What follows belongs to an exercise in optimizing a design on an open flow for small area; a production flow would make more cautious choices.
In this exercise RTL edits were held to simulation tests only and were not proved equivalent to the original.
Power is estimated from default activity; no workload was simulated.

==> flow/design.v (outline; a module is shown in full before it is edited, if it fits) <==
// module dru_fa: 4 lines
// module dru_ha: 4 lines
// module decimal_rounding_unit_core: 1104 lines
module decimal_rounding_unit_core (
  input  logic        clk_i,
  input  logic        rst_ni,
  input  logic        start_i,
  output logic        busy_o,
  input  logic [50:0] in_i,
  output logic        done_o,
  output logic [48:0] result_o,
  input  logic        cfg_we_i,
  input  logic [2:0]  cfg_data_i
);
  // ...
==> flow/run.sh <==
#!/bin/bash
# synth_recipe.tcl (not shown) runs the flow's synth.tcl, then flattens the netlist and writes it again
# the make line also repeats each setting of config.mk as NAME=value (left out here)
make -C /OpenROAD-flow-scripts/flow DESIGN_CONFIG=/design/flow/config.mk WORK_HOME=/design/flow/orfs CLKGATE_MAP_FILE= SYNTH_SCRIPT=/design/flow/synth_recipe.tcl finish
==> flow/config.mk <==
export PLATFORM = sky130hd
export DESIGN_NAME = decimal_rounding_unit_core
export DESIGN_NICKNAME = decimal_rounding_unit_core
export VERILOG_FILES = /design/flow/design.v
export SDC_FILE = /design/flow/constraint.sdc
export NUM_CORES = 4
export LEC_CHECK = 0
export CAP_MARGIN = 20
export CORE_MARGIN = 2
export CORE_UTILIZATION = 40
export SLEW_MARGIN = 20
export SYNTH_HIERARCHICAL = 1
==> flow/constraint.sdc <==
create_clock -name core_clock -period 6.0 [get_ports {clk_i}]
set_input_delay 1.2000 -clock core_clock [delete_from_list [all_inputs] [get_ports {clk_i}]]
set_output_delay 1.2000 -clock core_clock [all_outputs]
set_load 0.01 [all_outputs]
==> out/qor.yml, run 1 <==
critical_path:
  startpoint: "vc_xa[0]"
  end_kind: "output port"
logic_synthesis:
  synth_top_area_share_pct: 31.4
  synth_edf_count: 0
  synthSimpleGateAreaFrac_pct: 12.0
  yosys.area.top_type: "fa_1"
  synth.area.mux_share_pct: 4.43
  synth_most_common_cell: "fa_1"
place:
  port_buffers: 107
finish:
  multi_input_area_share_pct: 54.8
  nets: 2750
  instances_no_fill: 2944
  n_all_inverters: 112
  area_growth_pct: 43.3
  n_all_buffers: 598
detailed_routing:
  wl_met1_mm: 30.5
  vias: 16500
sta:
  fmaxAchievable_mhz: 155
  rsz0062_at_grt: "true"
  report.final.setup_viol: 80
  final.setup.tns_ns: -22.84
  postLayoutSetupSlackWorst_ns: -0.444
  whs_ns: 0.323
floorplanning:
  tap_cells: 600
  core_um2: 45100
  dieWidth_um: 217
clock_tree:
  cts-buffers-inserted: 26
  post_cts_resized: 373
  clockBufferDepth: 3
  clock-sinks: 220
global_routing:
  antenna_found_initial: 2
  use_met3_pct: 7.34
  busiest_layer: "met2"
  use_met2_pct: 50.1
  grt_start_max_net_pins: 42
pwr:
  p_clk_mw: 1.70
  p_seq_share_pct: 13.8
  p_sw_mw: 7.99
  combPwrFrac_pct: 76.5
  powerDensity_nw_per_um2: 672
min_path:
  min-delay-start: "va_v[11]"
  hold_path.class: "reg2reg"
run_status:
  violations: "negative setup slack"
  status: "failed layout checks"
flow_run:
  drv_cap: 0
==> run 2, diff against run 1 <==
--- a/flow/design.v
+++ b/flow/design.v
@@ -772,345 +772,555 @@
     if (!rst_ni) vb_q <= 1'b0;
     else vb_q <= va_q;
   end
   always_ff @(posedge clk_i) begin
     vb_v  <= va_v;
     vb_md <= va_md;
     vb_t  <= tsum;
   end
-  wire [47:0] v = vb_v;
   wire [20:0] t = vb_t;
-  logic [2:0]  j;
-  logic [21:0] kj, kh, c0, c1, cc;
-  logic gt, eq, z, nz, todd, neg, above, tie, t_odd, up, ceil;
+  logic [3:0]  m;
+  logic [21:0] km;
+  logic        e;
   always_comb begin
-    j = 3'd0;
+    m = 4'd0;
     if (ks[1]) begin
-      if (t[6:0] >= 7'd10) j = 3'd1;
-      if (t[6:0] >= 7'd20) j = 3'd2;
-      if (t[6:0] >= 7'd30) j = 3'd3;
-      if (t[6:0] >= 7'd40) j = 3'd4;
-      if (t[6:0] >= 7'd50) j = 3'd5;
-      if (t[6:0] >= 7'd60) j = 3'd6;
-      if (t[6:0] >= 7'd70) j = 3'd7;
+      if (t[6:0] >= 7'd5) m = 4'd1;
+      if (t[6:0] >= 7'd10) m = 4'd2;
+      if (t[6:0] >= 7'd15) m = 4'd3;
+      if (t[6:0] >= 7'd20) m = 4'd4;
+      if (t[6:0] >= 7'd25) m = 4'd5;
+      if (t[6:0] >= 7'd30) m = 4'd6;
+      if (t[6:0] >= 7'd35) m = 4'd7;
+      if (t[6:0] >= 7'd40) m = 4'd8;
+      if (t[6:0] >= 7'd45) m = 4'd9;
+      if (t[6:0] >= 7'd50) m = 4'd10;
+      if (t[6:0] >= 7'd55) m = 4'd11;
+      if (t[6:0] >= 7'd60) m = 4'd12;
+      if (t[6:0] >= 7'd65) m = 4'd13;
+      if (t[6:0] >= 7'd70) m = 4'd14;
+      if (t[6:0] >= 7'd75) m = 4'd15;
     end
     if (ks[2]) begin
-      if (t[9:0] >= 10'd100) j = 3'd1;
-      if (t[9:0] >= 10'd200) j = 3'd2;
-      if (t[9:0] >= 10'd300) j = 3'd3;
-      if (t[9:0] >= 10'd400) j = 3'd4;
-      if (t[9:0] >= 10'd500) j = 3'd5;
-      if (t[9:0] >= 10'd600) j = 3'd6;
+      if (t[9:0] >= 10'd50) m = 4'd1;
+      if (t[9:0] >= 10'd100) m = 4'd2;
+      if (t[9:0] >= 10'd150) m = 4'd3;
+      if (t[9:0] >= 10'd200) m = 4'd4;
+      if (t[9:0] >= 10'd250) m = 4'd5;
+      if (t[9:0] >= 10'd300) m = 4'd6;
+      if (t[9:0] >= 10'd350) m = 4'd7;
+      if (t[9:0] >= 10'd400) m = 4'd8;
+      if (t[9:0] >= 10'd450) m = 4'd9;
+      if (t[9:0] >= 10'd500) m = 4'd10;
+      if (t[9:0] >= 10'd550) m = 4'd11;
+      if (t[9:0] >= 10'd600) m = 4'd12;
+      if (t[9:0] >= 10'd650) m = 4'd13;
     end
     if (ks[3]) begin
-      if (t[12:0] >= 13'd1000) j = 3'd1;
-      if (t[12:0] >= 13'd2000) j = 3'd2;
-      if (t[12:0] >= 13'd3000) j = 3'd3;
-      if (t[12:0] >= 13'd4000) j = 3'd4;
-      if (t[12:0] >= 13'd5000) j = 3'd5;
+      if (t[12:0] >= 13'd500) m = 4'd1;
+      if (t[12:0] >= 13'd1000) m = 4'd2;
+      if (t[12:0] >= 13'd1500) m = 4'd3;
+      if (t[12:0] >= 13'd2000) m = 4'd4;
+      if (t[12:0] >= 13'd2500) m = 4'd5;
+      if (t[12:0] >= 13'd3000) m = 4'd6;
+      if (t[12:0] >= 13'd3500) m = 4'd7;
+      if (t[12:0] >= 13'd4000) m = 4'd8;
+      if (t[12:0] >= 13'd4500) m = 4'd9;
+      if (t[12:0] >= 13'd5000) m = 4'd10;
+      if (t[12:0] >= 13'd5500) m = 4'd11;
     end
     if (ks[4]) begin
-      if (t[16:0] >= 17'd10000) j = 3'd1;
-      if (t[16:0] >= 17'd20000) j = 3'd2;
-      if (t[16:0] >= 17'd30000) j = 3'd3;
-      if (t[16:0] >= 17'd40000) j = 3'd4;
-      if (t[16:0] >= 17'd50000) j = 3'd5;
-      if (t[16:0] >= 17'd60000) j = 3'd6;
+      if (t[16:0] >= 17'd5000) m = 4'd1;
+      if (t[16:0] >= 17'd10000) m = 4'd2;
+      if (t[16:0] >= 17'd15000) m = 4'd3;
+      if (t[16:0] >= 17'd20000) m = 4'd4;
+      if (t[16:0] >= 17'd25000) m = 4'd5;
+      if (t[16:0] >= 17'd30000) m = 4'd6;
+      if (t[16:0] >= 17'd35000) m = 4'd7;
+      if (t[16:0] >= 17'd40000) m = 4'd8;
+      if (t[16:0] >= 17'd45000) m = 4'd9;
+      if (t[16:0] >= 17'd50000) m = 4'd10;
+      if (t[16:0] >= 17'd55000) m = 4'd11;
+      if (t[16:0] >= 17'd60000) m = 4'd12;
+      if (t[16:0] >= 17'd65000) m = 4'd13;
     end
     if (ks[5]) begin
-      if (t[18:0] >= 19'd100000) j = 3'd1;
-      if (t[18:0] >= 19'd200000) j = 3'd2;
-      if (t[18:0] >= 19'd300000) j = 3'd3;
+      if (t[18:0] >= 19'd50000) m = 4'd1;
+      if (t[18:0] >= 19'd100000) m = 4'd2;
+      if (t[18:0] >= 19'd150000) m = 4'd3;
+      if (t[18:0] >= 19'd200000) m = 4'd4;
+      if (t[18:0] >= 19'd250000) m = 4'd5;
+      if (t[18:0] >= 19'd300000) m = 4'd6;
+      if (t[18:0] >= 19'd350000) m = 4'd7;
     end
     if (ks[6]) begin
-      if (t[20:0] >= 21'd1000000) j = 3'd1;
+      if (t[20:0] >= 21'd500000) m = 4'd1;
+      if (t[20:0] >= 21'd1000000) m = 4'd2;
+      if (t[20:0] >= 21'd1500000) m = 4'd3;
     end
     case (1'b1)
       ks[1]: begin
-        case (j)
-          3'd0: begin kj = 22'd0; kh = 22'd5; c0 = 22'd0; c1 = 22'd10; end
-          3'd1: begin kj = 22'd10; kh = 22'd15; c0 = 22'd10; c1 = 22'd20; end
-          3'd2: begin kj = 22'd20; kh = 22'd25; c0 = 22'd20; c1 = 22'd30; end
-          3'd3: begin kj = 22'd30; kh = 22'd35; c0 = 22'd30; c1 = 22'd40; end
-          3'd4: begin kj = 22'd40; kh = 22'd45; c0 = 22'd40; c1 = 22'd50; end
-          3'd5: begin kj = 22'd50; kh = 22'd55; c0 = 22'd50; c1 = 22'd60; end
-          3'd6: begin kj = 22'd60; kh = 22'd65; c0 = 22'd60; c1 = 22'd70; end
-          3'd7: begin kj = 22'd70; kh = 22'd75; c0 = 22'd70; c1 = 22'd80; end
-          default: begin kj = 22'd0; kh = 22'd0; c0 = 22'd0; c1 = 22'd0; end
+        case (m)
+          4'd0: km = 22'd0;
+          4'd1: km = 22'd5;
+          4'd2: km = 22'd10;
+          4'd3: km = 22'd15;
+          4'd4: km = 22'd20;
+          4'd5: km = 22'd25;
+          4'd6: km = 22'd30;
+          4'd7: km = 22'd35;
+          4'd8: km = 22'd40;
+          4'd9: km = 22'd45;
+          4'd10: km = 22'd50;
+          4'd11: km = 22'd55;
+          4'd12: km = 22'd60;
+          4'd13: km = 22'd65;
+          4'd14: km = 22'd70;
+          4'd15: km = 22'd75;
+          default: km = 22'd0;
         endcase
       end
       ks[2]: begin
-        case (j)
-          3'd0: begin kj = 22'd0; kh = 22'd50; c0 = 22'd0; c1 = 22'd100; end
-          3'd1: begin kj = 22'd100; kh = 22'd150; c0 = 22'd100; c1 = 22'd200; end
-          3'd2: begin kj = 22'd200; kh = 22'd250; c0 = 22'd200; c1 = 22'd300; end
-          3'd3: begin kj = 22'd300; kh = 22'd350; c0 = 22'd300; c1 = 22'd400; end
-          3'd4: begin kj = 22'd400; kh = 22'd450; c0 = 22'd400; c1 = 22'd500; end
-          3'd5: begin kj = 22'd500; kh = 22'd550; c0 = 22'd500; c1 = 22'd600; end
-          3'd6: begin kj = 22'd600; kh = 22'd650; c0 = 22'd600; c1 = 22'd700; end
-          default: begin kj = 22'd0; kh = 22'd0; c0 = 22'd0; c1 = 22'd0; end
+        case (m)
+          4'd0: km = 22'd0;
+          4'd1: km = 22'd50;
+          4'd2: km = 22'd100;
+          4'd3: km = 22'd150;
+          4'd4: km = 22'd200;
+          4'd5: km = 22'd250;
+          4'd6: km = 22'd300;
+          4'd7: km = 22'd350;
+          4'd8: km = 22'd400;
+          4'd9: km = 22'd450;
+          4'd10: km = 22'd500;
+          4'd11: km = 22'd550;
+          4'd12: km = 22'd600;
+          4'd13: km = 22'd650;
+          default: km = 22'd0;
         endcase
       end
       ks[3]: begin
-        case (j)
-          3'd0: begin kj = 22'd0; kh = 22'd500; c0 = 22'd0; c1 = 22'd1000; end
-          3'd1: begin kj = 22'd1000; kh = 22'd1500; c0 = 22'd1000; c1 = 22'd2000; end
-          3'd2: begin kj = 22'd2000; kh = 22'd2500; c0 = 22'd2000; c1 = 22'd3000; end
-          3'd3: begin kj = 22'd3000; kh = 22'd3500; c0 = 22'd3000; c1 = 22'd4000; end
-          3'd4: begin kj = 22'd4000; kh = 22'd4500; c0 = 22'd4000; c1 = 22'd5000; end
-          3'd5: begin kj = 22'd5000; kh = 22'd5500; c0 = 22'd5000; c1 = 22'd6000; end
-          default: begin kj = 22'd0; kh = 22'd0; c0 = 22'd0; c1 = 22'd0; end
+        case (m)
+          4'd0: km = 22'd0;
+          4'd1: km = 22'd500;
+          4'd2: km = 22'd1000;
+          4'd3: km = 22'd1500;
+          4'd4: km = 22'd2000;
+          4'd5: km = 22'd2500;
+          4'd6: km = 22'd3000;
+          4'd7: km = 22'd3500;
+          4'd8: km = 22'd4000;
+          4'd9: km = 22'd4500;
+          4'd10: km = 22'd5000;
+          4'd11: km = 22'd5500;
+          default: km = 22'd0;
         endcase
       end
       ks[4]: begin
-        case (j)
-          3'd0: begin kj = 22'd0; kh = 22'd5000; c0 = 22'd0; c1 = 22'd10000; end
-          3'd1: begin kj = 22'd10000; kh = 22'd15000; c0 = 22'd10000; c1 = 22'd20000; end
-          3'd2: begin kj = 22'd20000; kh = 22'd25000; c0 = 22'd20000; c1 = 22'd30000; end
-          3'd3: begin kj = 22'd30000; kh = 22'd35000; c0 = 22'd30000; c1 = 22'd40000; end
-          3'd4: begin kj = 22'd40000; kh = 22'd45000; c0 = 22'd40000; c1 = 22'd50000; end
-          3'd5: begin kj = 22'd50000; kh = 22'd55000; c0 = 22'd50000; c1 = 22'd60000; end
-          3'd6: begin kj = 22'd60000; kh = 22'd65000; c0 = 22'd60000; c1 = 22'd70000; end
-          default: begin kj = 22'd0; kh = 22'd0; c0 = 22'd0; c1 = 22'd0; end
+        case (m)
+          4'd0: km = 22'd0;
+          4'd1: km = 22'd5000;
+          4'd2: km = 22'd10000;
+          4'd3: km = 22'd15000;
+          4'd4: km = 22'd20000;
+          4'd5: km = 22'd25000;
+          4'd6: km = 22'd30000;
+          4'd7: km = 22'd35000;
+          4'd8: km = 22'd40000;
+          4'd9: km = 22'd45000;
+          4'd10: km = 22'd50000;
+          4'd11: km = 22'd55000;
+          4'd12: km = 22'd60000;
+          4'd13: km = 22'd65000;
+          default: km = 22'd0;
         endcase
       end
       ks[5]: begin
-        case (j)
-          3'd0: begin kj = 22'd0; kh = 22'd50000; c0 = 22'd0; c1 = 22'd100000; end
-          3'd1: begin kj = 22'd100000; kh = 22'd150000; c0 = 22'd100000; c1 = 22'd200000; end
-          3'd2: begin kj = 22'd200000; kh = 22'd250000; c0 = 22'd200000; c1 = 22'd300000; end
-          3'd3: begin kj = 22'd300000; kh = 22'd350000; c0 = 22'd300000; c1 = 22'd400000; end
-          default: begin kj = 22'd0; kh = 22'd0; c0 = 22'd0; c1 = 22'd0; end
+        case (m)
+          4'd0: km = 22'd0;
+          4'd1: km = 22'd50000;
+          4'd2: km = 22'd100000;
+          4'd3: km = 22'd150000;
+          4'd4: km = 22'd200000;
+          4'd5: km = 22'd250000;
+          4'd6: km = 22'd300000;
+          4'd7: km = 22'd350000;
+          default: km = 22'd0;
         endcase
       end
       ks[6]: begin
-        case (j)
-          3'd0: begin kj = 22'd0; kh = 22'd500000; c0 = 22'd0; c1 = 22'd1000000; end
-          3'd1: begin kj = 22'd1000000; kh = 22'd1500000; c0 = 22'd1000000; c1 = 22'd2000000; end
-          default: begin kj = 22'd0; kh = 22'd0; c0 = 22'd0; c1 = 22'd0; end
+        case (m)
+          4'd0: km = 22'd0;
+          4'd1: km = 22'd500000;
+          4'd2: km = 22'd1000000;
+          4'd3: km = 22'd1500000;
+          default: km = 22'd0;
         endcase
       end
-      default: begin kj = 22'd0; kh = 22'd0; c0 = 22'd0; c1 = 22'd0; end
+      default: km = 22'd0;
     endcase
-    gt = {1'd0, t} > kh;
-    eq = {1'd0, t} == kh;
-    z  = {1'd0, t} == kj;
+    e = {1'd0, t} == km;
+  end
+  logic        vc_q;
+  logic [47:0] vc_v;
+  logic [20:0] vc_t;
+  logic [2:0]  vc_md;
+  logic [3:0]  vc_m;
+  logic        vc_e;
+  always_ff @(posedge clk_i or negedge rst_ni) begin
+    if (!rst_ni) vc_q <= 1'b0;
+    else vc_q <= vb_q;
+  end
+  always_ff @(posedge clk_i) begin
+    vc_v  <= vb_v;
+    vc_t  <= t;
+    vc_md <= vb_md;
+    vc_m  <= m;
+    vc_e  <= e;
+  end
+  wire [47:0] w = vc_v;
+  wire [20:0] wt = vc_t;
+  wire [2:0] vc_j = vc_m[3:1];
+  logic gt, eq, z, nz, todd, neg, above, tie, t_odd, up, ceil;
+  logic [21:0] c0, qv, cq;
+  always_comb begin
+    gt = vc_m[0] & ~vc_e;
+    eq = vc_m[0] & vc_e;
+    z  = ~vc_m[0] & vc_e;
     nz = ~z;
-    todd = (ks[6] & (v[6] ^ t[6])) | (ks[5] & (v[5] ^ t[5])) | (ks[4] & (v[4] ^ t[4]))
-         | (ks[3] & (v[3] ^ t[3])) | (ks[2] & (v[2] ^ t[2])) | (ks[1] & (v[1] ^ t[1]));
-    todd = todd ^ j[0];
-    neg = v[47];
+    todd = (ks[6] & (w[6] ^ wt[6])) | (ks[5] & (w[5] ^ wt[5])) | (ks[4] & (w[4] ^ wt[4]))
+         | (ks[3] & (w[3] ^ wt[3])) | (ks[2] & (w[2] ^ wt[2])) | (ks[1] & (w[1] ^ wt[1]));
+    todd = todd ^ vc_j[0];
+    neg = w[47];
     above = neg ? (nz & ~gt & ~eq) : gt;
     tie   = eq;
     t_odd = todd ^ neg;
-    case (vb_md)
+    case (vc_md)
       3'd0: up = nz;
       3'd1: up = 1'b0;
       3'd2: up = above | (tie & ~neg);
       3'd3: up = above | tie;
       3'd4: up = above | (tie & neg);
       3'd5: up = above;
       default: up = above | (tie & t_odd);
     endcase
     ceil = nz & (up ^ neg);
-    cc = ceil ? c1 : c0;
+    case (1'b1)
+      ks[1]: begin
+        case (vc_j)
+          3'd0: c0 = 22'd0;
+          3'd1: c0 = 22'd10;
+          3'd2: c0 = 22'd20;
+          3'd3: c0 = 22'd30;
+          3'd4: c0 = 22'd40;
+          3'd5: c0 = 22'd50;
+          3'd6: c0 = 22'd60;
+          3'd7: c0 = 22'd70;
+          default: c0 = 22'd0;
+        endcase
+      end
+      ks[2]: begin
+        case (vc_j)
+          3'd0: c0 = 22'd0;
+          3'd1: c0 = 22'd100;
+          3'd2: c0 = 22'd200;
+          3'd3: c0 = 22'd300;
+          3'd4: c0 = 22'd400;
+          3'd5: c0 = 22'd500;
+          3'd6: c0 = 22'd600;
+          default: c0 = 22'd0;
+        endcase
+      end
+      ks[3]: begin
+        case (vc_j)
+          3'd0: c0 = 22'd0;
+          3'd1: c0 = 22'd1000;
+          3'd2: c0 = 22'd2000;
+          3'd3: c0 = 22'd3000;
+          3'd4: c0 = 22'd4000;
+          3'd5: c0 = 22'd5000;
+          default: c0 = 22'd0;
+        endcase
+      end
+      ks[4]: begin
+        case (vc_j)
+          3'd0: c0 = 22'd0;
+          3'd1: c0 = 22'd10000;
+          3'd2: c0 = 22'd20000;
+          3'd3: c0 = 22'd30000;
+          3'd4: c0 = 22'd40000;
+          3'd5: c0 = 22'd50000;
+          3'd6: c0 = 22'd60000;
+          default: c0 = 22'd0;
+        endcase
+      end
+      ks[5]: begin
+        case (vc_j)
+          3'd0: c0 = 22'd0;
+          3'd1: c0 = 22'd100000;
+          3'd2: c0 = 22'd200000;
+          3'd3: c0 = 22'd300000;
+          default: c0 = 22'd0;
+        endcase
+      end
+      ks[6]: begin
+        case (vc_j)
+          3'd0: c0 = 22'd0;
+          3'd1: c0 = 22'd1000000;
+          default: c0 = 22'd0;
+        endcase
+      end
+      default: c0 = 22'd0;
+    endcase
+    qv = ({22{ks[6]}} & 22'd1000000) | ({22{ks[5]}} & 22'd100000) | ({22{ks[4]}} & 22'd10000)
+       | ({22{ks[3]}} & 22'd1000) | ({22{ks[2]}} & 22'd100) | ({22{ks[1]}} & 22'd10);
+    cq = qv & {22{ceil}};
   end
   logic [23:0] xa, xb;
   wire s3_1, s3_2;
-  dru_fa u_s3_1 (.a(v[0]), .b(cc[0]), .c(~t[0]), .s(s3_1), .co(s3_2));
+  dru_fa u_s3_1 (.a(w[0]), .b(c0[0]), .c(~wt[0]), .s(s3_1), .co(s3_2));
   wire s3_3, s3_4;
-  dru_fa u_s3_3 (.a(v[1]), .b(cc[1]), .c(~t[1]), .s(s3_3), .co(s3_4));
+  dru_fa u_s3_3 (.a(w[1]), .b(c0[1]), .c(~wt[1]), .s(s3_3), .co(s3_4));
   wire s3_5, s3_6;
-  dru_fa u_s3_5 (.a(v[2]), .b(cc[2]), .c(~t[2]), .s(s3_5), .co(s3_6));
+  dru_fa u_s3_5 (.a(w[2]), .b(c0[2]), .c(~wt[2]), .s(s3_5), .co(s3_6));
   wire s3_7, s3_8;
-  dru_fa u_s3_7 (.a(v[3]), .b(cc[3]), .c(~t[3]), .s(s3_7), .co(s3_8));
+  dru_fa u_s3_7 (.a(w[3]), .b(c0[3]), .c(~wt[3]), .s(s3_7), .co(s3_8));
   wire s3_9, s3_10;
-  dru_fa u_s3_9 (.a(v[4]), .b(cc[4]), .c(~t[4]), .s(s3_9), .co(s3_10));
+  dru_fa u_s3_9 (.a(w[4]), .b(c0[4]), .c(~wt[4]), .s(s3_9), .co(s3_10));
   wire s3_11, s3_12;
-  dru_fa u_s3_11 (.a(v[5]), .b(cc[5]), .c(~t[5]), .s(s3_11), .co(s3_12));
+  dru_fa u_s3_11 (.a(w[5]), .b(c0[5]), .c(~wt[5]), .s(s3_11), .co(s3_12));
   wire s3_13, s3_14;
-  dru_fa u_s3_13 (.a(v[6]), .b(cc[6]), .c(~t[6]), .s(s3_13), .co(s3_14));
+  dru_fa u_s3_13 (.a(w[6]), .b(c0[6]), .c(~wt[6]), .s(s3_13), .co(s3_14));
   wire s3_15, s3_16;
-  dru_fa u_s3_15 (.a(v[7]), .b(cc[7]), .c(~t[7]), .s(s3_15), .co(s3_16));
+  dru_fa u_s3_15 (.a(w[7]), .b(c0[7]), .c(~wt[7]), .s(s3_15), .co(s3_16));
   wire s3_17, s3_18;
-  dru_fa u_s3_17 (.a(v[8]), .b(cc[8]), .c(~t[8]), .s(s3_17), .co(s3_18));
+  dru_fa u_s3_17 (.a(w[8]), .b(c0[8]), .c(~wt[8]), .s(s3_17), .co(s3_18));
   wire s3_19, s3_20;
-  dru_fa u_s3_19 (.a(v[9]), .b(cc[9]), .c(~t[9]), .s(s3_19), .co(s3_20));
+  dru_fa u_s3_19 (.a(w[9]), .b(c0[9]), .c(~wt[9]), .s(s3_19), .co(s3_20));
   wire s3_21, s3_22;
-  dru_fa u_s3_21 (.a(v[10]), .b(cc[10]), .c(~t[10]), .s(s3_21), .co(s3_22));
+  dru_fa u_s3_21 (.a(w[10]), .b(c0[10]), .c(~wt[10]), .s(s3_21), .co(s3_22));
   wire s3_23, s3_24;
-  dru_fa u_s3_23 (.a(v[11]), .b(cc[11]), .c(~t[11]), .s(s3_23), .co(s3_24));
+  dru_fa u_s3_23 (.a(w[11]), .b(c0[11]), .c(~wt[11]), .s(s3_23), .co(s3_24));
   wire s3_25, s3_26;
-  dru_fa u_s3_25 (.a(v[12]), .b(cc[12]), .c(~t[12]), .s(s3_25), .co(s3_26));
+  dru_fa u_s3_25 (.a(w[12]), .b(c0[12]), .c(~wt[12]), .s(s3_25), .co(s3_26));
   wire s3_27, s3_28;
-  dru_fa u_s3_27 (.a(v[13]), .b(cc[13]), .c(~t[13]), .s(s3_27), .co(s3_28));
+  dru_fa u_s3_27 (.a(w[13]), .b(c0[13]), .c(~wt[13]), .s(s3_27), .co(s3_28));
   wire s3_29, s3_30;
-  dru_fa u_s3_29 (.a(v[14]), .b(cc[14]), .c(~t[14]), .s(s3_29), .co(s3_30));
+  dru_fa u_s3_29 (.a(w[14]), .b(c0[14]), .c(~wt[14]), .s(s3_29), .co(s3_30));
   wire s3_31, s3_32;
-  dru_fa u_s3_31 (.a(v[15]), .b(cc[15]), .c(~t[15]), .s(s3_31), .co(s3_32));
+  dru_fa u_s3_31 (.a(w[15]), .b(c0[15]), .c(~wt[15]), .s(s3_31), .co(s3_32));
   wire s3_33, s3_34;
-  dru_fa u_s3_33 (.a(v[16]), .b(cc[16]), .c(~t[16]), .s(s3_33), .co(s3_34));
+  dru_fa u_s3_33 (.a(w[16]), .b(c0[16]), .c(~wt[16]), .s(s3_33), .co(s3_34));
   wire s3_35, s3_36;
-  dru_fa u_s3_35 (.a(v[17]), .b(cc[17]), .c(~t[17]), .s(s3_35), .co(s3_36));
+  dru_fa u_s3_35 (.a(w[17]), .b(c0[17]), .c(~wt[17]), .s(s3_35), .co(s3_36));
   wire s3_37, s3_38;
-  dru_fa u_s3_37 (.a(v[18]), .b(cc[18]), .c(~t[18]), .s(s3_37), .co(s3_38));
+  dru_fa u_s3_37 (.a(w[18]), .b(c0[18]), .c(~wt[18]), .s(s3_37), .co(s3_38));
   wire s3_39, s3_40;
-  dru_fa u_s3_39 (.a(v[19]), .b(cc[19]), .c(~t[19]), .s(s3_39), .co(s3_40));
+  dru_fa u_s3_39 (.a(w[19]), .b(c0[19]), .c(~wt[19]), .s(s3_39), .co(s3_40));
   wire s3_41, s3_42;
-  dru_fa u_s3_41 (.a(v[20]), .b(cc[20]), .c(~t[20]), .s(s3_41), .co(s3_42));
+  dru_fa u_s3_41 (.a(w[20]), .b(c0[20]), .c(~wt[20]), .s(s3_41), .co(s3_42));
   wire s3_43, s3_44;
-  dru_fa u_s3_43 (.a(v[21]), .b(cc[21]), .c(1'b1), .s(s3_43), .co(s3_44));
-  assign xa = {1'b1, 1'b1, s3_43, s3_41, s3_39, s3_37, s3_35, s3_33, s3_31, s3_29, s3_27, s3_25, s3_23, s3_21, s3_19, s3_17, s3_15, s3_13, s3_11, s3_9, s3_7, s3_5, s3_3, s3_1};
-  assign xb = {1'b0, s3_44, s3_42, s3_40, s3_38, s3_36, s3_34, s3_32, s3_30, s3_28, s3_26, s3_24, s3_22, s3_20, s3_18, s3_16, s3_14, s3_12, s3_10, s3_8, s3_6, s3_4, s3_2, 1'b0};
-  logic        vc_q;
-  logic [23:0] vc_xa;
-  logic [23:1] vc_xb;
-  logic [25:0] vc_hi;
-  always_ff @(posedge clk_i or negedge rst_ni) begin
-    if (!rst_ni) vc_q <= 1'b0;
-    else vc_q <= vb_q;
-  end
-  always_ff @(posedge clk_i) begin
-    vc_xa <= xa;
-    vc_xb <= xb[23:1];
-    vc_hi <= v[47:22];
-  end
+  dru_fa u_s3_43 (.a(w[21]), .b(c0[21]), .c(1'b1), .s(s3_43), .co(s3_44));
+  wire s3_45, s3_46;
+  dru_ha u_s3_45 (.a(s3_1), .b(cq[0]), .s(s3_45), .co(s3_46));
+  wire s3_47, s3_48;
+  dru_fa u_s3_47 (.a(s3_2), .b(s3_3), .c(cq[1]), .s(s3_47), .co(s3_48));
+  wire s3_49, s3_50;
+  dru_fa u_s3_49 (.a(s3_4), .b(s3_5), .c(cq[2]), .s(s3_49), .co(s3_50));
+  wire s3_51, s3_52;
+  dru_fa u_s3_51 (.a(s3_6), .b(s3_7), .c(cq[3]), .s(s3_51), .co(s3_52));
+  wire s3_53, s3_54;
+  dru_fa u_s3_53 (.a(s3_8), .b(s3_9), .c(cq[4]), .s(s3_53), .co(s3_54));
+  wire s3_55, s3_56;
+  dru_fa u_s3_55 (.a(s3_10), .b(s3_11), .c(cq[5]), .s(s3_55), .co(s3_56));
+  wire s3_57, s3_58;
+  dru_fa u_s3_57 (.a(s3_12), .b(s3_13), .c(cq[6]), .s(s3_57), .co(s3_58));
+  wire s3_59, s3_60;
+  dru_fa u_s3_59 (.a(s3_14), .b(s3_15), .c(cq[7]), .s(s3_59), .co(s3_60));
+  wire s3_61, s3_62;
+  dru_fa u_s3_61 (.a(s3_16), .b(s3_17), .c(cq[8]), .s(s3_61), .co(s3_62));
+  wire s3_63, s3_64;
+  dru_fa u_s3_63 (.a(s3_18), .b(s3_19), .c(cq[9]), .s(s3_63), .co(s3_64));
+  wire s3_65, s3_66;
+  dru_fa u_s3_65 (.a(s3_20), .b(s3_21), .c(cq[10]), .s(s3_65), .co(s3_66));
+  wire s3_67, s3_68;
+  dru_fa u_s3_67 (.a(s3_22), .b(s3_23), .c(cq[11]), .s(s3_67), .co(s3_68));
+  wire s3_69, s3_70;
+  dru_fa u_s3_69 (.a(s3_24), .b(s3_25), .c(cq[12]), .s(s3_69), .co(s3_70));
+  wire s3_71, s3_72;
+  dru_fa u_s3_71 (.a(s3_26), .b(s3_27), .c(cq[13]), .s(s3_71), .co(s3_72));
+  wire s3_73, s3_74;
+  dru_fa u_s3_73 (.a(s3_28), .b(s3_29), .c(cq[14]), .s(s3_73), .co(s3_74));
+  wire s3_75, s3_76;
+  dru_fa u_s3_75 (.a(s3_30), .b(s3_31), .c(cq[15]), .s(s3_75), .co(s3_76));
+  wire s3_77, s3_78;
+  dru_fa u_s3_77 (.a(s3_32), .b(s3_33), .c(cq[16]), .s(s3_77), .co(s3_78));
+  wire s3_79, s3_80;
+  dru_fa u_s3_79 (.a(s3_34), .b(s3_35), .c(cq[17]), .s(s3_79), .co(s3_80));
+  wire s3_81, s3_82;
+  dru_fa u_s3_81 (.a(s3_36), .b(s3_37), .c(cq[18]), .s(s3_81), .co(s3_82));
+  wire s3_83, s3_84;
+  dru_fa u_s3_83 (.a(s3_38), .b(s3_39), .c(cq[19]), .s(s3_83), .co(s3_84));
+  wire s3_85, s3_86;
+  dru_fa u_s3_85 (.a(s3_40), .b(s3_41), .c(cq[20]), .s(s3_85), .co(s3_86));
+  wire s3_87, s3_88;
+  dru_fa u_s3_87 (.a(s3_42), .b(s3_43), .c(cq[21]), .s(s3_87), .co(s3_88));
+  wire s3_89, s3_90;
+  dru_ha u_s3_89 (.a(s3_44), .b(1'b1), .s(s3_89), .co(s3_90));
+  assign xa = {1'b1, s3_89, s3_87, s3_85, s3_83, s3_81, s3_79, s3_77, s3_75, s3_73, s3_71, s3_69, s3_67, s3_65, s3_63, s3_61, s3_59, s3_57, s3_55, s3_53, s3_51, s3_49, s3_47, s3_45};
+  assign xb = {s3_90, s3_88, s3_86, s3_84, s3_82, s3_80, s3_78, s3_76, s3_74, s3_72, s3_70, s3_68, s3_66, s3_64, s3_62, s3_60, s3_58, s3_56, s3_54, s3_52, s3_50, s3_48, s3_46, 1'b0};
   wire [23:0] xsum;
   wire s4_1, s4_2;
-  dru_fa u_s4_1 (.a(vc_xa[0]), .b(1'b0), .c(1'b1), .s(s4_1), .co(s4_2));
+  dru_fa u_s4_1 (.a(xa[0]), .b(1'b0), .c(1'b1), .s(s4_1), .co(s4_2));
   wire s4_3, s4_4;
-  dru_fa u_s4_3 (.a(vc_xa[1]), .b(vc_xb[1]), .c(s4_2), .s(s4_3), .co(s4_4));
+  dru_fa u_s4_3 (.a(xa[1]), .b(xb[1]), .c(s4_2), .s(s4_3), .co(s4_4));
   wire s4_5, s4_6;
-  dru_fa u_s4_5 (.a(vc_xa[2]), .b(vc_xb[2]), .c(s4_4), .s(s4_5), .co(s4_6));
+  dru_fa u_s4_5 (.a(xa[2]), .b(xb[2]), .c(s4_4), .s(s4_5), .co(s4_6));
   wire s4_7, s4_8;
-  dru_ha u_s4_7 (.a(vc_xa[3]), .b(vc_xb[3]), .s(s4_7), .co(s4_8));
+  dru_ha u_s4_7 (.a(xa[3]), .b(xb[3]), .s(s4_7), .co(s4_8));
   wire s4_9, s4_10;
-  dru_fa u_s4_9 (.a(vc_xa[4]), .b(vc_xb[4]), .c(s4_8), .s(s4_9), .co(s4_10));
+  dru_fa u_s4_9 (.a(xa[4]), .b(xb[4]), .c(s4_8), .s(s4_9), .co(s4_10));
   wire s4_11, s4_12;
-  dru_fa u_s4_11 (.a(vc_xa[5]), .b(vc_xb[5]), .c(s4_10), .s(s4_11), .co(s4_12));
-  wire s4_13 = ~(vc_xa[3] ^ vc_xb[3]);
-  wire s4_14 = vc_xa[3] | vc_xb[3];
+  dru_fa u_s4_11 (.a(xa[5]), .b(xb[5]), .c(s4_10), .s(s4_11), .co(s4_12));
+  wire s4_13 = ~(xa[3] ^ xb[3]);
+  wire s4_14 = xa[3] | xb[3];
   wire s4_15, s4_16;
-  dru_fa u_s4_15 (.a(vc_xa[4]), .b(vc_xb[4]), .c(s4_14), .s(s4_15), .co(s4_16));
+  dru_fa u_s4_15 (.a(xa[4]), .b(xb[4]), .c(s4_14), .s(s4_15), .co(s4_16));
   wire s4_17, s4_18;
-  dru_fa u_s4_17 (.a(vc_xa[5]), .b(vc_xb[5]), .c(s4_16), .s(s4_17), .co(s4_18));
+  dru_fa u_s4_17 (.a(xa[5]), .b(xb[5]), .c(s4_16), .s(s4_17), .co(s4_18));
   wire s4_19 = s4_6 ? s4_13 : s4_7;
   wire s4_20 = s4_6 ? s4_15 : s4_9;
   wire s4_21 = s4_6 ? s4_17 : s4_11;
   wire s4_22 = s4_6 ? s4_18 : s4_12;
   wire s4_23, s4_24;
-  dru_ha u_s4_23 (.a(vc_xa[6]), .b(vc_xb[6]), .s(s4_23), .co(s4_24));
+  dru_ha u_s4_23 (.a(xa[6]), .b(xb[6]), .s(s4_23), .co(s4_24));
   wire s4_25, s4_26;
-  dru_fa u_s4_25 (.a(vc_xa[7]), .b(vc_xb[7]), .c(s4_24), .s(s4_25), .co(s4_26));
+  dru_fa u_s4_25 (.a(xa[7]), .b(xb[7]), .c(s4_24), .s(s4_25), .co(s4_26));
   wire s4_27, s4_28;
-  dru_fa u_s4_27 (.a(vc_xa[8]), .b(vc_xb[8]), .c(s4_26), .s(s4_27), .co(s4_28));
+  dru_fa u_s4_27 (.a(xa[8]), .b(xb[8]), .c(s4_26), .s(s4_27), .co(s4_28));
   wire s4_29, s4_30;
-  dru_fa u_s4_29 (.a(vc_xa[9]), .b(vc_xb[9]), .c(s4_28), .s(s4_29), .co(s4_30));
-  wire s4_31 = ~(vc_xa[6] ^ vc_xb[6]);
-  wire s4_32 = vc_xa[6] | vc_xb[6];
+  dru_fa u_s4_29 (.a(xa[9]), .b(xb[9]), .c(s4_28), .s(s4_29), .co(s4_30));
+  wire s4_31 = ~(xa[6] ^ xb[6]);
+  wire s4_32 = xa[6] | xb[6];
   wire s4_33, s4_34;
-  dru_fa u_s4_33 (.a(vc_xa[7]), .b(vc_xb[7]), .c(s4_32), .s(s4_33), .co(s4_34));
+  dru_fa u_s4_33 (.a(xa[7]), .b(xb[7]), .c(s4_32), .s(s4_33), .co(s4_34));
   wire s4_35, s4_36;
-  dru_fa u_s4_35 (.a(vc_xa[8]), .b(vc_xb[8]), .c(s4_34), .s(s4_35), .co(s4_36));
+  dru_fa u_s4_35 (.a(xa[8]), .b(xb[8]), .c(s4_34), .s(s4_35), .co(s4_36));
   wire s4_37, s4_38;
-  dru_fa u_s4_37 (.a(vc_xa[9]), .b(vc_xb[9]), .c(s4_36), .s(s4_37), .co(s4_38));
+  dru_fa u_s4_37 (.a(xa[9]), .b(xb[9]), .c(s4_36), .s(s4_37), .co(s4_38));
   wire s4_39 = s4_22 ? s4_31 : s4_23;
   wire s4_40 = s4_22 ? s4_33 : s4_25;
   wire s4_41 = s4_22 ? s4_35 : s4_27;
   wire s4_42 = s4_22 ? s4_37 : s4_29;
   wire s4_43 = s4_22 ? s4_38 : s4_30;
   wire s4_44, s4_45;
-  dru_ha u_s4_44 (.a(vc_xa[10]), .b(vc_xb[10]), .s(s4_44), .co(s4_45));
+  dru_ha u_s4_44 (.a(xa[10]), .b(xb[10]), .s(s4_44), .co(s4_45));
   wire s4_46, s4_47;
-  dru_fa u_s4_46 (.a(vc_xa[11]), .b(vc_xb[11]), .c(s4_45), .s(s4_46), .co(s4_47));
+  dru_fa u_s4_46 (.a(xa[11]), .b(xb[11]), .c(s4_45), .s(s4_46), .co(s4_47));
   wire s4_48, s4_49;
-  dru_fa u_s4_48 (.a(vc_xa[12]), .b(vc_xb[12]), .c(s4_47), .s(s4_48), .co(s4_49));
+  dru_fa u_s4_48 (.a(xa[12]), .b(xb[12]), .c(s4_47), .s(s4_48), .co(s4_49));
   wire s4_50, s4_51;
-  dru_fa u_s4_50 (.a(vc_xa[13]), .b(vc_xb[13]), .c(s4_49), .s(s4_50), .co(s4_51));
+  dru_fa u_s4_50 (.a(xa[13]), .b(xb[13]), .c(s4_49), .s(s4_50), .co(s4_51));
   wire s4_52, s4_53;
-  dru_fa u_s4_52 (.a(vc_xa[14]), .b(vc_xb[14]), .c(s4_51), .s(s4_52), .co(s4_53));
-  wire s4_54 = ~(vc_xa[10] ^ vc_xb[10]);
-  wire s4_55 = vc_xa[10] | vc_xb[10];
+  dru_fa u_s4_52 (.a(xa[14]), .b(xb[14]), .c(s4_51), .s(s4_52), .co(s4_53));
+  wire s4_54 = ~(xa[10] ^ xb[10]);
+  wire s4_55 = xa[10] | xb[10];
   wire s4_56, s4_57;
-  dru_fa u_s4_56 (.a(vc_xa[11]), .b(vc_xb[11]), .c(s4_55), .s(s4_56), .co(s4_57));
+  dru_fa u_s4_56 (.a(xa[11]), .b(xb[11]), .c(s4_55), .s(s4_56), .co(s4_57));
   wire s4_58, s4_59;
-  dru_fa u_s4_58 (.a(vc_xa[12]), .b(vc_xb[12]), .c(s4_57), .s(s4_58), .co(s4_59));
+  dru_fa u_s4_58 (.a(xa[12]), .b(xb[12]), .c(s4_57), .s(s4_58), .co(s4_59));
   wire s4_60, s4_61;
-  dru_fa u_s4_60 (.a(vc_xa[13]), .b(vc_xb[13]), .c(s4_59), .s(s4_60), .co(s4_61));
+  dru_fa u_s4_60 (.a(xa[13]), .b(xb[13]), .c(s4_59), .s(s4_60), .co(s4_61));
   wire s4_62, s4_63;
-  dru_fa u_s4_62 (.a(vc_xa[14]), .b(vc_xb[14]), .c(s4_61), .s(s4_62), .co(s4_63));
+  dru_fa u_s4_62 (.a(xa[14]), .b(xb[14]), .c(s4_61), .s(s4_62), .co(s4_63));
   wire s4_64 = s4_43 ? s4_54 : s4_44;
   wire s4_65 = s4_43 ? s4_56 : s4_46;
   wire s4_66 = s4_43 ? s4_58 : s4_48;
   wire s4_67 = s4_43 ? s4_60 : s4_50;
   wire s4_68 = s4_43 ? s4_62 : s4_52;
   wire s4_69 = s4_43 ? s4_63 : s4_53;
   wire s4_70, s4_71;
-  dru_ha u_s4_70 (.a(vc_xa[15]), .b(vc_xb[15]), .s(s4_70), .co(s4_71));
+  dru_ha u_s4_70 (.a(xa[15]), .b(xb[15]), .s(s4_70), .co(s4_71));
   wire s4_72, s4_73;
-  dru_fa u_s4_72 (.a(vc_xa[16]), .b(vc_xb[16]), .c(s4_71), .s(s4_72), .co(s4_73));
+  dru_fa u_s4_72 (.a(xa[16]), .b(xb[16]), .c(s4_71), .s(s4_72), .co(s4_73));
   wire s4_74, s4_75;
-  dru_fa u_s4_74 (.a(vc_xa[17]), .b(vc_xb[17]), .c(s4_73), .s(s4_74), .co(s4_75));
+  dru_fa u_s4_74 (.a(xa[17]), .b(xb[17]), .c(s4_73), .s(s4_74), .co(s4_75));
   wire s4_76, s4_77;
-  dru_fa u_s4_76 (.a(vc_xa[18]), .b(vc_xb[18]), .c(s4_75), .s(s4_76), .co(s4_77));
+  dru_fa u_s4_76 (.a(xa[18]), .b(xb[18]), .c(s4_75), .s(s4_76), .co(s4_77));
   wire s4_78, s4_79;
-  dru_fa u_s4_78 (.a(vc_xa[19]), .b(vc_xb[19]), .c(s4_77), .s(s4_78), .co(s4_79));
+  dru_fa u_s4_78 (.a(xa[19]), .b(xb[19]), .c(s4_77), .s(s4_78), .co(s4_79));
   wire s4_80, s4_81;
-  dru_fa u_s4_80 (.a(vc_xa[20]), .b(vc_xb[20]), .c(s4_79), .s(s4_80), .co(s4_81));
-  wire s4_82 = ~(vc_xa[15] ^ vc_xb[15]);
-  wire s4_83 = vc_xa[15] | vc_xb[15];
+  dru_fa u_s4_80 (.a(xa[20]), .b(xb[20]), .c(s4_79), .s(s4_80), .co(s4_81));
+  wire s4_82 = ~(xa[15] ^ xb[15]);
+  wire s4_83 = xa[15] | xb[15];
   wire s4_84, s4_85;
-  dru_fa u_s4_84 (.a(vc_xa[16]), .b(vc_xb[16]), .c(s4_83), .s(s4_84), .co(s4_85));
+  dru_fa u_s4_84 (.a(xa[16]), .b(xb[16]), .c(s4_83), .s(s4_84), .co(s4_85));
   wire s4_86, s4_87;
-  dru_fa u_s4_86 (.a(vc_xa[17]), .b(vc_xb[17]), .c(s4_85), .s(s4_86), .co(s4_87));
+  dru_fa u_s4_86 (.a(xa[17]), .b(xb[17]), .c(s4_85), .s(s4_86), .co(s4_87));
   wire s4_88, s4_89;
-  dru_fa u_s4_88 (.a(vc_xa[18]), .b(vc_xb[18]), .c(s4_87), .s(s4_88), .co(s4_89));
+  dru_fa u_s4_88 (.a(xa[18]), .b(xb[18]), .c(s4_87), .s(s4_88), .co(s4_89));
   wire s4_90, s4_91;
-  dru_fa u_s4_90 (.a(vc_xa[19]), .b(vc_xb[19]), .c(s4_89), .s(s4_90), .co(s4_91));
+  dru_fa u_s4_90 (.a(xa[19]), .b(xb[19]), .c(s4_89), .s(s4_90), .co(s4_91));
   wire s4_92, s4_93;
-  dru_fa u_s4_92 (.a(vc_xa[20]), .b(vc_xb[20]), .c(s4_91), .s(s4_92), .co(s4_93));
+  dru_fa u_s4_92 (.a(xa[20]), .b(xb[20]), .c(s4_91), .s(s4_92), .co(s4_93));
   wire s4_94 = s4_69 ? s4_82 : s4_70;
   wire s4_95 = s4_69 ? s4_84 : s4_72;
   wire s4_96 = s4_69 ? s4_86 : s4_74;
   wire s4_97 = s4_69 ? s4_88 : s4_76;
   wire s4_98 = s4_69 ? s4_90 : s4_78;
   wire s4_99 = s4_69 ? s4_92 : s4_80;
   wire s4_100 = s4_69 ? s4_93 : s4_81;
   wire s4_101, s4_102;
-  dru_ha u_s4_101 (.a(vc_xa[21]), .b(vc_xb[21]), .s(s4_101), .co(s4_102));
+  dru_ha u_s4_101 (.a(xa[21]), .b(xb[21]), .s(s4_101), .co(s4_102));
   wire s4_103, s4_104;
-  dru_fa u_s4_103 (.a(vc_xa[22]), .b(vc_xb[22]), .c(s4_102), .s(s4_103), .co(s4_104));
+  dru_fa u_s4_103 (.a(xa[22]), .b(xb[22]), .c(s4_102), .s(s4_103), .co(s4_104));
   wire s4_105, s4_106;
-  dru_fa u_s4_105 (.a(vc_xa[23]), .b(vc_xb[23]), .c(s4_104), .s(s4_105), .co(s4_106));
-  wire s4_107 = ~(vc_xa[21] ^ vc_xb[21]);
-  wire s4_108 = vc_xa[21] | vc_xb[21];
+  dru_fa u_s4_105 (.a(xa[23]), .b(xb[23]), .c(s4_104), .s(s4_105), .co(s4_106));
+  wire s4_107 = ~(xa[21] ^ xb[21]);
+  wire s4_108 = xa[21] | xb[21];
   wire s4_109, s4_110;
-  dru_fa u_s4_109 (.a(vc_xa[22]), .b(vc_xb[22]), .c(s4_108), .s(s4_109), .co(s4_110));
+  dru_fa u_s4_109 (.a(xa[22]), .b(xb[22]), .c(s4_108), .s(s4_109), .co(s4_110));
   wire s4_111, s4_112;
-  dru_fa u_s4_111 (.a(vc_xa[23]), .b(vc_xb[23]), .c(s4_110), .s(s4_111), .co(s4_112));
+  dru_fa u_s4_111 (.a(xa[23]), .b(xb[23]), .c(s4_110), .s(s4_111), .co(s4_112));
   wire s4_113 = s4_100 ? s4_107 : s4_101;
   wire s4_114 = s4_100 ? s4_109 : s4_103;
   wire s4_115 = s4_100 ? s4_111 : s4_105;
   wire s4_116 = s4_100 ? s4_112 : s4_106;
   assign xsum = {s4_115, s4_114, s4_113, s4_99, s4_98, s4_97, s4_96, s4_95, s4_94, s4_68, s4_67, s4_66, s4_65, s4_64, s4_42, s4_41, s4_40, s4_39, s4_21, s4_20, s4_19, s4_5, s4_3, s4_1};
-  logic [26:0] hx, inc, dec, rh;
-  logic [26:0] pi, pd;
+  wire ovfi = (w[47:22] == 26'h1ffffff);
+  wire ovfd = (w[47:22] == 26'h2000000);
+  logic        vd_q;
+  logic [23:0] vd_x;
+  logic [25:0] vd_hi;
+  logic        vd_oi, vd_od;
+  always_ff @(posedge clk_i or negedge rst_ni) begin
+    if (!rst_ni) vd_q <= 1'b0;
+    else vd_q <= vc_q;
+  end
+  always_ff @(posedge clk_i) begin
+    vd_x  <= xsum;
+    vd_hi <= w[47:22];
+    vd_oi <= ovfi;
+    vd_od <= ovfd;
+  end
+  logic [25:0] inc, dec, rh;
+  logic [25:0] pi, pd;
+  logic        ovf;
   always_comb begin
-    hx = {vc_hi[25], vc_hi};
     pi[0] = 1'b1;
     pd[0] = 1'b1;
-    for (int i = 1; i < 27; i++) begin
-      pi[i] = pi[i-1] & hx[i-1];
-      pd[i] = pd[i-1] & ~hx[i-1];
+    for (int i = 1; i < 26; i++) begin
+      pi[i] = pi[i-1] & vd_hi[i-1];
+      pd[i] = pd[i-1] & ~vd_hi[i-1];
     end
-    inc = hx ^ pi;
-    dec = hx ^ pd;
-    case (xsum[23:22])
+    inc = vd_hi ^ pi;
+    dec = vd_hi ^ pd;
+    case (vd_x[23:22])
       2'b01: rh = inc;
       2'b11: rh = dec;
-      default: rh = hx;
+      default: rh = vd_hi;
     endcase
+    ovf = (vd_x[23:22] == 2'b01 && vd_oi) || (vd_x[23:22] == 2'b11 && vd_od);
   end
-  wire ovf = rh[26] ^ rh[25];
-  assign done_o = vc_q;
-  assign result_o = {ovf ? {rh[26], {47{~rh[26]}}} : {rh[25:0], xsum[21:0]}, ovf};
+  assign done_o = vd_q;
+  assign result_o = {ovf ? {vd_hi[25], {47{~vd_hi[25]}}} : {rh, vd_x[21:0]}, ovf};
 endmodule
--- a/flow/config.mk
+++ b/flow/config.mk
@@ -3,10 +3,11 @@
 export DESIGN_NICKNAME = decimal_rounding_unit_core
 export VERILOG_FILES = /design/flow/design.v
 export SDC_FILE = /design/flow/constraint.sdc
 export NUM_CORES = 4
 export LEC_CHECK = 0
 export CAP_MARGIN = 20
 export CORE_MARGIN = 2
 export CORE_UTILIZATION = 40
+export SETUP_SLACK_MARGIN = 0.2
 export SLEW_MARGIN = 20
 export SYNTH_HIERARCHICAL = 1
==> run 2 against run 1 <==
The run now finishes clean. Via count up 5.9%. Sequential share of layout area up 4.7 points. Highest routed layer unchanged. Maximum frequency is 12% higher. Clock-buffer cell count grew 3.
==> out/qor.yml, run 2 <==
logic_synthesis:
  netlist_instances: 2081  # was 1769
  yosys.area_share.xor_xnor_pct: 1.45  # was 1.83%
  yosys_warnings: 7  # unchanged
  synth_cell_types: 96  # was 85
  syn_area_per_cell_um2: 10.1  # was 10.3 um2
  yosys.area.top_type: "fa_1"  # unchanged
  ys_top_cells_by_count: "fa_1, dfxtp_1, nand2_1"  # unchanged
  synth_top_area_share_pct: 29.0  # was 31.4%
  synth_edf_count: 0  # unchanged
  synth_seq_area_share_pct: 27.2  # was 24.5%
  synth.area.mux_share_pct: 3.71  # was 4.43%
  syn-cell-area_um2: 21100  # was 18200 um2
  synth_most_common_cell: "fa_1"  # unchanged
  synthSimpleGateAreaFrac_pct: 13.4  # was 12.0%
  yosys_most_used_dff: "dfxtp_1"  # unchanged
  synth_fa_ha_area_share_pct: 33.8  # was 37.2%
  synth_top_family_by_area: "adder cells"  # unchanged
  synth-seq-cells: 284  # was 220
  synth_area_leaders: "fa_1, dfxtp_1, ha_1"  # unchanged
  synth-async-reset-ratio_pct: 3.52  # was 4.09%
  synth_compound_area_share_pct: 15.6  # was 15.4%
clock_tree:
  cts-buffers-inserted: 31  # was 26
  cts_tree: "done"  # unchanged
  path_clk_slew_ns: 0.06  # about the same
  clock-sinks: 284  # was 220
  htree_levels: 1  # unchanged
  clockBufferDepth: 3  # unchanged
  cts_hold_buffers: 0  # unchanged
  cts_root_buffer: "clkbuf_16"  # unchanged
  clk_latency_ns: 0.61  # was 0.58 ns
detailed_routing:
  vias_per_cell: 5.65  # was 5.61
  vias: 17500  # was 16500
  drt_iter0_markers: 1641  # was 1522
  antenna_left: 0  # unchanged
  dr.pass1.iters: 5  # was 7
  drc: 0  # unchanged
  routed_wl_mm: 73.1  # was 74.9 mm
  wl_per_cell_um: 23.6  # was 25.5 um
sta:
  fmaxAchievable_mhz: 174  # was 155 MHz
  worst_pin_slew_ns: 0.996  # was 1.06 ns
  report.final.setup_viol: 0  # was 80
  post-route-min-period_ns: 5.75  # was 6.44 ns
  whs_ns: 0.320  # was 0.323 ns
  rsz0062_at_grt: "true"  # unchanged
  drv_slew: 0  # unchanged
  hold_viol: 0  # unchanged
  fin_crit_sh_pct: 95.8  # was 107%
  postLayoutSetupSlackWorst_ns: 0.250  # was -0.444 ns
  finalClockSkew_ns: 0.0350  # was 0.0152 ns
  slew_headroom_pct: 31.9  # was 28.4%
place:
  hpwl_mm: 57.8  # was 60.0 mm
  place_area_um2: 24600  # was 23100 um2
  placed_cells: 3019  # was 2819
  pre_cts_slack_ns: -0.759  # was -0.854 ns
  port_buffers: 107  # unchanged
  place.gp.congestion: 0.988  # was 1.07
critical_path:
  required_ns: 6.49  # was 4.80 ns
  crit_path_max_fanout: 3  # was 6
  arrival_ns: 6.24  # was 5.24 ns
  end_kind: "flip-flop"  # was output port
  cp-start-kind: "primary input"  # was flip-flop
  path_class: "in2reg"  # was reg2out
pwr:
  clockPowerShare_pct: 11.9  # was 9.7%
  p_int_mw: 9.53  # was 9.50 mW
  p_sw_mw: 7.65  # was 7.99 mW
  combPwrFrac_pct: 71.3  # was 76.5%
  p_seq_share_pct: 16.8  # was 13.8%
  vdd_ir_drop_max_v: 0.00106  # about the same
  p_leak_nw: 11.2  # about the same
  powerDensity_nw_per_um2: 654  # was 672 nW/um2
  switching_share_pct: 44.5  # was 45.7%
floorplanning:
  dieWidth_um: 234  # was 217 um
  die_height_um: 234  # was 217 um
  core_um2: 52300  # was 45100 um2
  io_pins: 109  # unchanged
  die_area_um2: 54600  # was 47100 um2
  placementRows: 84  # was 78
  start_util_pct: 40.3  # about the same
global_routing:
  antenna_found_initial: 3  # was 2
  grt_pass1_vias: 18100  # was 17500
  track_usage_pct: 26.8  # was 31.8%
  use_met1_pct: 37.6  # was 41.6%
  use_met2_pct: 42.4  # was 50.1%
  overflow: 0  # unchanged
  busiest_layer: "met2"  # unchanged
  use_met3_pct: 4.42  # was 7.34%
  grt_pass1_wl_mm: 110  # about the same
  grt_start_max_net_pins: 44  # was 42
finish:
  layout-drive-gt1-share_pct: 21.4  # was 38.9%
  postLayoutCellArea_um2: 26300  # was 26000 um2
  instances_no_fill: 3096  # was 2944
  area_growth_pct: 24.5  # was 43.3%
  nets: 2828  # was 2750
  fillers: 4847  # was 3939
  top_regs: "va_v x48, vb_v x48, vc_v x48"  # was va_v x48, vb_v x48, vc_hi x26
  final_cell_mix: "dfxtp_1, fa_1, buf_4, nand2_1, nor2_1"  # was buf_4, fa_1, dfxtp_1, nand2_1, inv_1
run_status:
  status: "timing/DRC/antenna clean"  # was failed layout checks
min_path:
  hold_path.class: "reg2reg"  # unchanged
flow_run:
  drv_cap: 0  # unchanged
==> run 2: kinds of logic after synthesis <==
kind of cell,after synthesis
AND/OR/NAND/NOR,570
AO/OA/AOI/OAI,478
adder cells (fa/ha/maj),386
flip-flops,284
buffers and inverters,254
multiplexers,72
XOR/XNOR,35
other,2
==> run 2: layout make-up <==
cell class	count	area (um2)	share of cell area [%]
Multi-Input combinational cell	1571	14900	56.9
Sequential cell	284	5750	21.9
Timing Repair Buffer	367	3110	11.9
Tap cell	688	861	3.28
Clock buffer	36	845	3.22
Inverter	129	502	1.91
Clock inverter	20	258	0.981
Antenna cell	1	2.50	0.00953
==> run 2: path summary, 6_finish.rpt <==
path,cells past startpoint,slack [ns],startpoint,end
hold reg to reg,0,0.32,vb_v[21],vc_v[21]
hold / removal,0,0.32,vb_v[21],vc_v[21]
min in group asynchronous,1,0.96,rst_ni,ks[1]
setup reg to reg,24,0.30,vb_t[6],vd_x[22]
max in group asynchronous,1,4.60,rst_ni,ks[2]
setup / recovery,13,0.25,in_i[37],va_s1[16]
==> run 2: worst max-delay path: stages <==
cell,delay (ns)
clkdlybuf4s50_1,0.49
inv_1,0.06
ha_1,0.29
fa_1,0.58
fa_1,0.47
fa_1,0.56
fa_2,0.49
fa_1,0.44
fa_2,0.36
fa_2,0.36
fa_1,0.41
mux2i_4,0.22
mux2_4,0.32
==> run 2: timing repair <==
item | 4_1_cts | 5_1_grt
setup buffers | 6 | 13
cloned | 0 | 1
setup endpoints to repair | 27 | 28
resized for setup | 54 | 90
pin swaps | 12 | 32
==> run 2: metrics by stage <==
| step | total power, mW | setup TNS [ns] | util (%) |
|---|---|---|---|
| 2_1_floorplan | 10.8 | 0 | - |
| 3_3_place_gp | 14.3 | -7.82 | 47.0 |
| 3_5_place_dp | 14.6 | -7.42 | 47.0 |
| 4_1_cts | 17.0 | 0 | 49.5 |
| 5_1_grt | 18.7 | 0 | 50.2 |
| 6_report | 17.2 | 0 | 50.2 |
==> run 2: power groups by stage <==
stage	Combinational, mW	Clock [mW]	Sequential [mW]
floorplan	8.15	0	2.64
CTS	12.0	2.09	2.86
detailed placement	11.8	0	2.89
global placement	11.4	0	2.89
global route	13.6	2.15	2.93
finish	12.3	2.04	2.89
==> run 2: Yosys stat by module (local to each module, per instance) <==
module / area [um2] / cells inside / times used
dru_ha: 12.5 / 1 / 47
dru_fa: 20.0 / 1 / 306
decimal_rounding_unit_core: 14400 / 1728 / 1
==> run 2: metal layers <==
layer / vias to the layer above / wire length [um]
met5: - / 0
met1: 8750 / 32000
li1: 7829 / -
met3: 141 / 5550
met4: 0 / 2240
met2: 760 / 33300

-- separate check: timing with driven ports --
How much do the figures lean on ideal ports? The routed layouts below were timed once more, with nothing changed but the port constraints.
Step 1: set_driving_cell puts a clkbuf_16 on clk_i and a buf_2 on each other input, an assumption about the parent block.
Step 2 also shifts input and output timing later by t, the mid clock arrival at the registers, as if the neighbouring blocks saw the same clock.
Three values: ideal ports, drivers, drivers and shift; two values: the first two.
run	t (ns)	setup WS [ns]	latest minus earliest clock arrival (ns)	worst register clock-pin slew, ns	cell pins on the clock port's net
run 1	0.621	-0.444 / -0.498 / -0.474	0.015 / 0.015	0.07 / 0.07	1
run 2	0.650	0.250 / 0.283 / -0.367	0.036 / 0.036	0.08 / 0.08	1
Met with ideal ports but missed after step 2: setup timing in run 2. For run 2, which loses most, drivers alone change the setup slack by +0.033 ns; drivers and shift together by -0.617 ns.
